What follows belongs to an exercise in optimizing a design on an open flow for small area, a short achievable clock period and few clock cycles per item; a production flow would make more cautious choices. Where RTL was checked, it was by simulation tests only, not by an equivalence proof against the original. No activity file was given, so power comes from the tool's default toggle rates.

==> flow/design.v (excerpt) <==
module message_field_filter_core
(
    input  logic        clk,
    input  logic        rst_n,
    input  logic        cfg_we,
    input  logic [2:0]  cfg_index,
    input  logic [63:0] cfg_data,
    input  logic        in_valid,
    output logic        in_stall,
    input  logic [7:0]  data_byte,
    input  logic        last_byte,
    output logic        out_valid,
    input  logic        out_stall,
    output logic        matched,
    output logic [15:0] slice_start,
    output logic [15:0] slice_length,
    output logic [15:0] message_size,
    output logic        size_overflow
);
Size in the first run: ~900 cells after synthesis, about 310 flip-flops, about 130 I/O pins, roughly 0.013 mm2 of cells after synthesis.
==> flow/config.mk <==
export PLATFORM = sky130hd
export DESIGN_NAME = message_field_filter_core
export DESIGN_NICKNAME = message_field_filter_core
export VERILOG_FILES = /design/flow/design.v
export SDC_FILE = /design/flow/constraint.sdc
export NUM_CORES = 4
export LEC_CHECK = 0
export CAP_MARGIN = 20
export CORE_MARGIN = 2
export CORE_UTILIZATION = 40
export CTS_CLUSTER_DIAMETER = 80
export CTS_CLUSTER_SIZE = 24
export SLEW_MARGIN = 20
==> flow/constraint.sdc <==
create_clock -name core_clock -period 8.5 [get_ports {clk}]
set_input_delay 1.7000 -clock core_clock [delete_from_list [all_inputs] [get_ports {clk}]]
set_output_delay 1.7000 -clock core_clock [all_outputs]
set_load 0.01 [all_outputs]
standard.sh (not shown) runs the stock make flow with config.mk's settings and CLKGATE_MAP_FILE= SYNTH_SCRIPT=/design/flow/synth_recipe.tcl, a recipe that flattens the netlist after the stock synthesis.
==> flow/flow/run.sh <==
#!/bin/bash
set -euo pipefail
export BUFFER_PORTS_ARGS="-buffer_cell sky130_fd_sc_hd__buf_2"
export SETUP_SLACK_MARGIN=5.8
bash standard.sh > flow_make.log 2>&1
Testbench counts at the start, summed over its fixed seeds: cycles 31,637, items 2,400.
Edit:
--- a/flow/design.v
+++ b/flow/design.v
@@ -101,17 +101,14 @@
     logic        b2;         
     logic [8:0]  pos;        
     logic [3:0]  rpos;       
     logic        pos0_n;     
     logic        rpos0_n;    
     logic [8:1]  pos_hi;
     logic [3:1]  rpos_hi;
-    logic [9:0]  rt;         
-    logic        rt_v;       
-    logic        rt_first;   
     logic        o_matched;
     logic [15:0] o_size;
     logic        o_ovf;
     logic [15:0] o_start;
     logic [15:0] o_len;
     logic        stall_r;
     logic push, fire, adv, full;
@@ -159,22 +156,23 @@
         .c   (inc_c)
     );
     assign size_inc = size ^ inc_c[15:0];
     assign cnt_next = inmsg ? size_inc : 16'd1;
     logic [15:0] size_nx;
     logic [16:0] ek, ex, ec;
     logic        eq_off, eq_sum, eq_t;
-    assign size_nx = adv ? cnt_next : size;
+    assign size_nx = cnt_next;
     assign eq_off  = (size_nx == c_off);
     assign ek      = {1'b0, size_nx};
     assign ex      = {1'b0, c_off ^ c_slice} ^ ek;
     assign ec      = {(c_off & c_slice) | ((c_off ^ c_slice) & ~size_nx), 1'b0};
     assign eq_sum  = (ex == ec);
     always_ff @(posedge clk)
-        eq_t <= is_slice ? eq_sum : eq_off;
+        if (adv)
+            eq_t <= is_slice ? eq_sum : eq_off;
     logic t_zero;
     always_ff @(posedge clk)
         t_zero <= (c_off == 16'd0) && (!is_slice || c_slice == 16'd0);
     logic flag_cur, met_cur, teq_cur, win;
     assign pos  = {pos_hi, !pos0_n};
     assign rpos = {rpos_hi, !rpos0_n};
     assign flag_cur = inmsg ? (flag || eq_t) : t_zero;
@@ -218,51 +216,45 @@
         begin
             rs_byte <= c_rstart[7:0];
             rw_byte <= c_rwidth[7:0];
         end
     end
     assign t_win = is_tmpl && win && (|(pos[7:0] & nmask));
     assign r_win = is_range && win && (|rpos);
-    logic       b1_in, b1_new;
+    logic       b1_in, b2_in, b1_new, b2_new;
     logic [8:0] c1;
     assign b1_in = !rpos[0] && b1;
+    assign b2_in = !rpos[0] && b2;
     mff_prefix #(.N(8)) u_b1 (
         .g   (data_reg & ~rs_byte),
         .p   (data_reg | ~rs_byte),
         .cin (!b1_in),
         .c   (c1)
     );
     assign b1_new = !c1[8];
     logic [7:0] s3, k3;
     logic [8:0] y3;
     logic [8:0] c3;
-    logic [9:0] u3;
     assign s3 = data_reg ^ ~rs_byte ^ ~rw_byte;
     assign k3 = (data_reg & ~rs_byte) | (data_reg & ~rw_byte) | (~rs_byte & ~rw_byte);
     assign y3 = {k3, !b1_in};
     mff_prefix #(.N(8)) u_b2 (
         .g   (s3 & y3[7:0]),
         .p   (s3 | y3[7:0]),
-        .cin (1'b1),
+        .cin (!b2_in),
         .c   (c3)
     );
-    assign u3 = {y3[8] & c3[8], y3[8] ^ c3[8], s3 ^ y3[7:0] ^ c3[7:0]};
-    logic [9:0] rx;
-    logic       b2_new;
-    assign rx     = {rt[9:8] + {1'b0, b1}, rt[7:0]};
-    assign b2_new = rx[9] || ((rx == 10'd0) && !rt_first && b2);
-    assign b2_eff = rt_v ? b2_new : b2;
+    assign b2_new = b1_new ? !(y3[8] | c3[8]) : !(y3[8] & c3[8]);
+    assign b2_eff = b2;
     always_ff @(posedge clk)
-    begin
-        rt       <= {!u3[9], u3[8:0]};
-        rt_first <= rpos[0];
-        rt_v     <= adv && r_win;
-        if (rt_v)
+        if (adv && r_win)
+        begin
+            b1 <= b1_new;
             b2 <= b2_new;
-    end
+        end
     always_ff @(posedge clk or negedge rst_n)
     begin
         if (!rst_n)
         begin
             inmsg <= 1'b0;
             pos0_n  <= 1'b0;
             pos_hi  <= '0;
@@ -295,16 +287,14 @@
         begin
             size   <= cnt_next;
             full_r <= inmsg && (&size[15:1]) && !size[0];
             ovf    <= inmsg && ovf;
             flag   <= flag_cur;
             met    <= met_cur || (win && (|(pos[7:0] & mlast)));
             teq    <= teq_cur && !(t_win && (t_byte != data_reg));
-            if (r_win)
-                b1 <= b1_new;
         end
     end
     logic ok_len, ok_mode, b2_eff, flag_end;
     assign flag_end = flag || eq_t;
     assign ok_len = (c_req == 16'd0) || (size == c_req);
     always_comb
     begin
What happened: The changed run ran to the end with no violations; routed wire length is lower by a few percent; non-clock buffer count is higher by 5; utilization is higher by 0.26 points; worst setup slack gets worse by 0.030 ns; power is higher slightly; cell count is lower by a few percent.
Function not checked in the second run of this note: the RTL went through the layout flow alone.

## north
The RTL this note starts from:
==> flow/design.v <==
`timescale 1ns / 1ps
module mff_prefix #(parameter int N = 8)
(
    input  logic [N-1:0] g,
    input  logic [N-1:0] p,
    input  logic         cin,
    output logic [N:0]   c
);
    logic [N-1:0] gg;
    logic [N-1:0] pp;
    always_comb
    begin
        gg = g;
        pp = p;
        gg[0] = g[0] | (p[0] & cin);
        for (int l = 0; (1 << l) < N; l++)
        begin
            for (int i = 0; i < N; i++)
            begin
                if (((i >> l) & 1) == 1)
                begin
                    gg[i] = gg[i] | (pp[i] & gg[((i >> l) << l) - 1]);
                    pp[i] = pp[i] & pp[((i >> l) << l) - 1];
                end
            end
        end
        c = {gg, cin};
    end
endmodule
`timescale 1ns / 1ps
module message_field_filter_core
(
    input  logic        clk,
    input  logic        rst_n,
    input  logic        cfg_we,
    input  logic [2:0]  cfg_index,
    input  logic [63:0] cfg_data,
    input  logic        in_valid,
    output logic        in_stall,
    input  logic [7:0]  data_byte,
    input  logic        last_byte,
    output logic        out_valid,
    input  logic        out_stall,
    output logic        matched,
    output logic [15:0] slice_start,
    output logic [15:0] slice_length,
    output logic [15:0] message_size,
    output logic        size_overflow
);
    logic [1:0]  c_mode;
    logic [15:0] c_req;
    logic [15:0] c_off;
    logic [3:0]  c_cnt;
    logic [63:0] c_tmpl;
    logic [31:0] c_rstart;
    logic [31:0] c_rwidth;
    logic [15:0] c_slice;
    always_ff @(posedge clk)
    begin
        if (cfg_we)
        begin
            case (cfg_index)
                3'd0: c_mode   <= cfg_data[1:0];
                3'd1: c_req    <= cfg_data[15:0];
                3'd2: c_off    <= cfg_data[15:0];
                3'd3: c_cnt    <= cfg_data[3:0];
                3'd4: c_tmpl   <= cfg_data;
                3'd5: c_rstart <= cfg_data[31:0];
                3'd6: c_rwidth <= cfg_data[31:0];
                default: c_slice <= cfg_data[15:0];
            endcase
        end
    end
    logic is_tmpl, is_range, is_slice;
    assign is_tmpl  = (c_mode == 2'd0);
    assign is_range = (c_mode == 2'd1);
    assign is_slice = (c_mode == 2'd2);
    logic [7:0] nmask, mlast;
    always_comb
    begin
        for (int j = 0; j < 8; j++)
        begin
            nmask[j] = c_cnt[3] || (3'(j) < c_cnt[2:0]);
            mlast[j] = is_range ? (j == 3)
                     : c_cnt[3] ? (j == 7)
                     :            (3'(j + 1) == c_cnt[2:0]);
        end
    end
    logic       in_valid_reg;
    logic [7:0] data_reg;
    logic       last_reg;
    logic        inmsg;      
    logic        done;       
    logic [15:0] size;
    logic        full_r;     
    logic        ovf;
    logic        flag;       
    logic        met;        
    logic        teq;        
    logic        b1;         
    logic        b2;         
    logic [8:0]  pos;        
    logic [3:0]  rpos;       
    logic        pos0_n;     
    logic        rpos0_n;    
    logic [8:1]  pos_hi;
    logic [3:1]  rpos_hi;
    logic        o_matched;
    logic [15:0] o_size;
    logic        o_ovf;
    logic [15:0] o_start;
    logic [15:0] o_len;
    logic        stall_r;
    logic push, fire, adv, full;
    assign push     = done && !out_valid;
    assign fire     = in_valid_reg && (!done || push);
    assign full     = inmsg && full_r;
    assign adv      = fire && !full;
    assign in_stall = stall_r;
    logic in_valid_reg_n, done_n, out_valid_n;
    assign in_valid_reg_n = in_valid || stall_r;
    assign done_n         = (fire && last_reg) || (done && !push);
    assign out_valid_n    = push || (out_valid && out_stall);
    always_ff @(posedge clk or negedge rst_n)
    begin
        if (!rst_n)
        begin
            in_valid_reg <= 1'b0;
            done         <= 1'b0;
            out_valid    <= 1'b0;
            stall_r      <= 1'b0;
        end
        else
        begin
            in_valid_reg <= in_valid_reg_n;
            done         <= done_n;
            out_valid    <= out_valid_n;
            stall_r      <= in_valid_reg_n && done_n && out_valid_n;
        end
    end
    always_ff @(posedge clk)
    begin
        if (!stall_r)
        begin
            data_reg <= data_byte;
            last_reg <= last_byte;
        end
    end
    logic [15:0] size_inc;
    logic [15:0] cnt_next;
    logic [16:0] inc_c;
    mff_prefix #(.N(16)) u_inc (
        .g   (16'd0),
        .p   (size),
        .cin (1'b1),
        .c   (inc_c)
    );
    assign size_inc = size ^ inc_c[15:0];
    assign cnt_next = inmsg ? size_inc : 16'd1;
    logic [16:0] ncnt, oa, sa, sb, ssum, scar;
    logic        eq_off, eq_sum, eq_t;
    assign ncnt   = ~{1'b0, (inmsg ? size : 16'd0)};
    assign oa     = {1'b0, c_off};
    assign eq_off = ((oa ^ ncnt) == {(oa[15:0] | ncnt[15:0]), 1'b0});
    assign sa     = {1'b0, c_slice};
    assign ssum   = oa ^ sa ^ ncnt;
    assign scar   = {(oa[15:0] & sa[15:0]) | (oa[15:0] & ncnt[15:0]) | (sa[15:0] & ncnt[15:0]), 1'b0};
    assign sb     = {(ssum[15:0] | scar[15:0]), 1'b0};
    assign eq_sum = ((ssum ^ scar) == sb);
    always_ff @(posedge clk)
        if (adv)
            eq_t <= is_slice ? eq_sum : eq_off;
    logic t_zero;
    always_ff @(posedge clk)
        t_zero <= (c_off == 16'd0) && (!is_slice || c_slice == 16'd0);
    logic flag_cur, met_cur, teq_cur, win;
    assign pos  = {pos_hi, !pos0_n};
    assign rpos = {rpos_hi, !rpos0_n};
    assign flag_cur = inmsg ? (flag || eq_t) : t_zero;
    assign met_cur  = inmsg && met;
    assign teq_cur  = !inmsg || teq;
    assign win      = flag_cur && !pos[8];
    logic        t_win, r_win;
    logic [7:0]  t_byte, nrs_byte, nrw_byte;    
    always_comb
    begin
        t_byte  = '0;
        for (int j = 0; j < 8; j++)
            t_byte = t_byte | ({8{pos[j]}} & c_tmpl[8*j +: 8]);
    end
    logic [3:0] rpos_n;
    logic       r_shift, r_start;
    logic [7:0] rs_nxt, rw_nxt;
    assign r_shift = adv && win && is_range;
    assign r_start = !inmsg || (fire && last_reg);
    assign rpos_n  = (fire && last_reg) ? 4'b0001
                   : r_shift            ? {rpos[2:0], 1'b0}
                   :                      rpos;
    always_comb
    begin
        rs_nxt = '0;
        rw_nxt = '0;
        for (int j = 0; j < 3; j++)
        begin
            rs_nxt = rs_nxt | ({8{rpos[j]}} & c_rstart[8*(j+1) +: 8]);
            rw_nxt = rw_nxt | ({8{rpos[j]}} & c_rwidth[8*(j+1) +: 8]);
        end
    end
    always_ff @(posedge clk)
    begin
        if (r_shift && !last_reg)
        begin
            nrs_byte <= ~rs_nxt;
            nrw_byte <= ~rw_nxt;
        end
        else if (r_start)
        begin
            nrs_byte <= ~c_rstart[7:0];
            nrw_byte <= ~c_rwidth[7:0];
        end
    end
    assign t_win = is_tmpl && win && (|(pos[7:0] & nmask));
    assign r_win = is_range && win && (|rpos);
    logic       b1_in, b2_in, b1_new, b2_new;
    logic [8:0] c1;
    assign b1_in = !rpos[0] && b1;
    assign b2_in = !rpos[0] && b2;
    mff_prefix #(.N(8)) u_b1 (
        .g   (data_reg & nrs_byte),
        .p   (data_reg | nrs_byte),
        .cin (!b1_in),
        .c   (c1)
    );
    assign b1_new = !c1[8];
    logic [7:0] s3, k3;
    logic [8:0] y3;
    logic [8:0] c3;
    assign s3 = data_reg ^ nrs_byte ^ nrw_byte;
    assign k3 = (data_reg & nrs_byte) | (data_reg & nrw_byte) | (nrs_byte & nrw_byte);
    assign y3 = {k3, !b1_in};
    mff_prefix #(.N(8)) u_b2 (
        .g   (s3 & y3[7:0]),
        .p   (s3 | y3[7:0]),
        .cin (!b2_in),
        .c   (c3)
    );
    assign b2_new = b1_new ? !(y3[8] | c3[8]) : !(y3[8] & c3[8]);
    assign b2_eff = b2;
    always_ff @(posedge clk)
        if (adv && r_win)
        begin
            b1 <= b1_new;
            b2 <= b2_new;
        end
    always_ff @(posedge clk or negedge rst_n)
    begin
        if (!rst_n)
        begin
            inmsg <= 1'b0;
            pos0_n  <= 1'b0;
            pos_hi  <= '0;
            rpos0_n <= 1'b0;
            rpos_hi <= '0;
        end
        else
        begin
            rpos0_n <= !rpos_n[0];
            rpos_hi <= rpos_n[3:1];
            if (fire)
                inmsg <= !last_reg;
            if (fire && last_reg)
            begin
                pos0_n  <= 1'b0;
                pos_hi  <= '0;
            end
            else if (adv && win)
            begin
                pos0_n <= 1'b1;
                pos_hi <= pos[7:0];
            end
        end
    end
    always_ff @(posedge clk)
    begin
        if (fire && full)
            ovf <= 1'b1;
        if (adv)
        begin
            size   <= cnt_next;
            full_r <= inmsg && (&size[15:1]) && !size[0];
            ovf    <= inmsg && ovf;
            flag   <= flag_cur;
            met    <= met_cur || (win && (|(pos[7:0] & mlast)));
            teq    <= teq_cur && !(t_win && (t_byte != data_reg));
        end
    end
    logic ok_len, ok_mode, b2_eff, flag_end;
    assign flag_end = flag || eq_t;
    assign ok_len = (c_req == 16'd0) || (size == c_req);
    always_comb
    begin
        case (c_mode)
            2'd0:    ok_mode = teq && ((c_cnt == 4'd0) ? flag_end : met);
            2'd1:    ok_mode = b2_eff && met;
            2'd2:    ok_mode = flag_end;
            default: ok_mode = 1'b0;
        endcase
    end
    always_ff @(posedge clk)
    begin
        if (push)
        begin
            o_matched <= !ovf && ok_len && ok_mode;
            o_size    <= size;
            o_ovf     <= ovf;
            o_len     <= is_slice ? c_slice : size;
        end
    end
    always_ff @(posedge clk)
        o_start <= is_slice ? c_off : 16'd0;
    assign matched       = o_matched;
    assign message_size  = o_size;
    assign size_overflow = o_ovf;
    assign slice_start   = o_start;
    assign slice_length  = o_len;
endmodule
export LEC_CHECK = 0
export CAP_MARGIN = 20
export CORE_MARGIN = 2
export CORE_UTILIZATION = 40
export CTS_CLUSTER_DIAMETER = 80
export CTS_CLUSTER_SIZE = 24
export SLEW_MARGIN = 20
create_clock -name core_clock -period 8.5 [get_ports {clk}]
Scripts as last shown in full above: flow/flow/run.sh
Testbench counts of north, summed over its fixed seeds: cycles 31,637, items 2,400.
### north -> south
--- a/flow/design.v
+++ b/flow/design.v
@@ -178,13 +178,13 @@
     assign rpos = {rpos_hi, !rpos0_n};
     assign flag_cur = inmsg ? (flag || eq_t) : t_zero;
     assign met_cur  = inmsg && met;
     assign teq_cur  = !inmsg || teq;
     assign win      = flag_cur && !pos[8];
     logic        t_win, r_win;
-    logic [7:0]  t_byte, nrs_byte, nrw_byte;    
+    logic [7:0]  t_byte, rs_byte, rw_byte;
     always_comb
     begin
         t_byte  = '0;
         for (int j = 0; j < 8; j++)
             t_byte = t_byte | ({8{pos[j]}} & c_tmpl[8*j +: 8]);
     end
@@ -207,39 +207,39 @@
         end
     end
     always_ff @(posedge clk)
     begin
         if (r_shift && !last_reg)
         begin
-            nrs_byte <= ~rs_nxt;
-            nrw_byte <= ~rw_nxt;
+            rs_byte <= rs_nxt;
+            rw_byte <= rw_nxt;
         end
         else if (r_start)
         begin
-            nrs_byte <= ~c_rstart[7:0];
-            nrw_byte <= ~c_rwidth[7:0];
+            rs_byte <= c_rstart[7:0];
+            rw_byte <= c_rwidth[7:0];
         end
     end
     assign t_win = is_tmpl && win && (|(pos[7:0] & nmask));
     assign r_win = is_range && win && (|rpos);
     logic       b1_in, b2_in, b1_new, b2_new;
     logic [8:0] c1;
     assign b1_in = !rpos[0] && b1;
     assign b2_in = !rpos[0] && b2;
     mff_prefix #(.N(8)) u_b1 (
-        .g   (data_reg & nrs_byte),
-        .p   (data_reg | nrs_byte),
+        .g   (data_reg & ~rs_byte),
+        .p   (data_reg | ~rs_byte),
         .cin (!b1_in),
         .c   (c1)
     );
     assign b1_new = !c1[8];
     logic [7:0] s3, k3;
     logic [8:0] y3;
     logic [8:0] c3;
-    assign s3 = data_reg ^ nrs_byte ^ nrw_byte;
-    assign k3 = (data_reg & nrs_byte) | (data_reg & nrw_byte) | (nrs_byte & nrw_byte);
+    assign s3 = data_reg ^ ~rs_byte ^ ~rw_byte;
+    assign k3 = (data_reg & ~rs_byte) | (data_reg & ~rw_byte) | (~rs_byte & ~rw_byte);
     assign y3 = {k3, !b1_in};
     mff_prefix #(.N(8)) u_b2 (
         .g   (s3 & y3[7:0]),
         .p   (s3 | y3[7:0]),
         .cin (!b2_in),
         .c   (c3)
==> notes.md <==
- Between south and north, the via count is higher for south.
- Delta (south minus north): final cell count now sits at about the same level, actual slew at the worst max-slew pin up 46 ps, post-synthesis to final-layout area growth fell 0.54 points.
- Cmp south and north / worst setup slack / higher: south
- Taking north as the reference point, the multi-input combinational cell area of south rises by 1.2%.
- A capturing element of the worst setup path of out_valid is what north shows, while in_stall belongs to south.
- Note that the combinational power recorded for north amounts to 0.946 times the value seen in south.
Testbench counts of south, summed over its fixed seeds: cycles 31,637, items 2,400.

## re-timing with driven ports
The flow's constraints put no driver on any port. The routed layouts listed below were extracted and timed again, unchanged, in two steps.
Step 1, drivers: a clkbuf_16 drives clk and a buf_2 each remaining input, both assumed.
Step 2 also shifts input and output timing later by t, the mid clock arrival at the registers, as if the neighbouring blocks saw the same clock.
a / b / c = ideal / step 1 / step 2; a / b = the first two.
run | t (ns) | setup WS [ns] | hold slack, ns
the first run of note 1 | 0.554 | 5.597 / 5.581 / 5.373 | 0.515 / 0.515 / 0.515
the second run of note 1 | 0.550 | 5.567 / 5.567 / 5.401 | 0.523 / 0.523 / 0.523
north | 0.571 | 5.729 / 5.675 / 5.384 | 0.515 / 0.515 / 0.515
south | 0.557 | 5.736 / 5.688 / 5.394 | 0.523 / 0.523 / 0.523
After both steps every run listed still meets setup and hold. For north, which loses most, drivers alone change the setup slack by -0.054 ns; drivers and shift together by -0.345 ns.
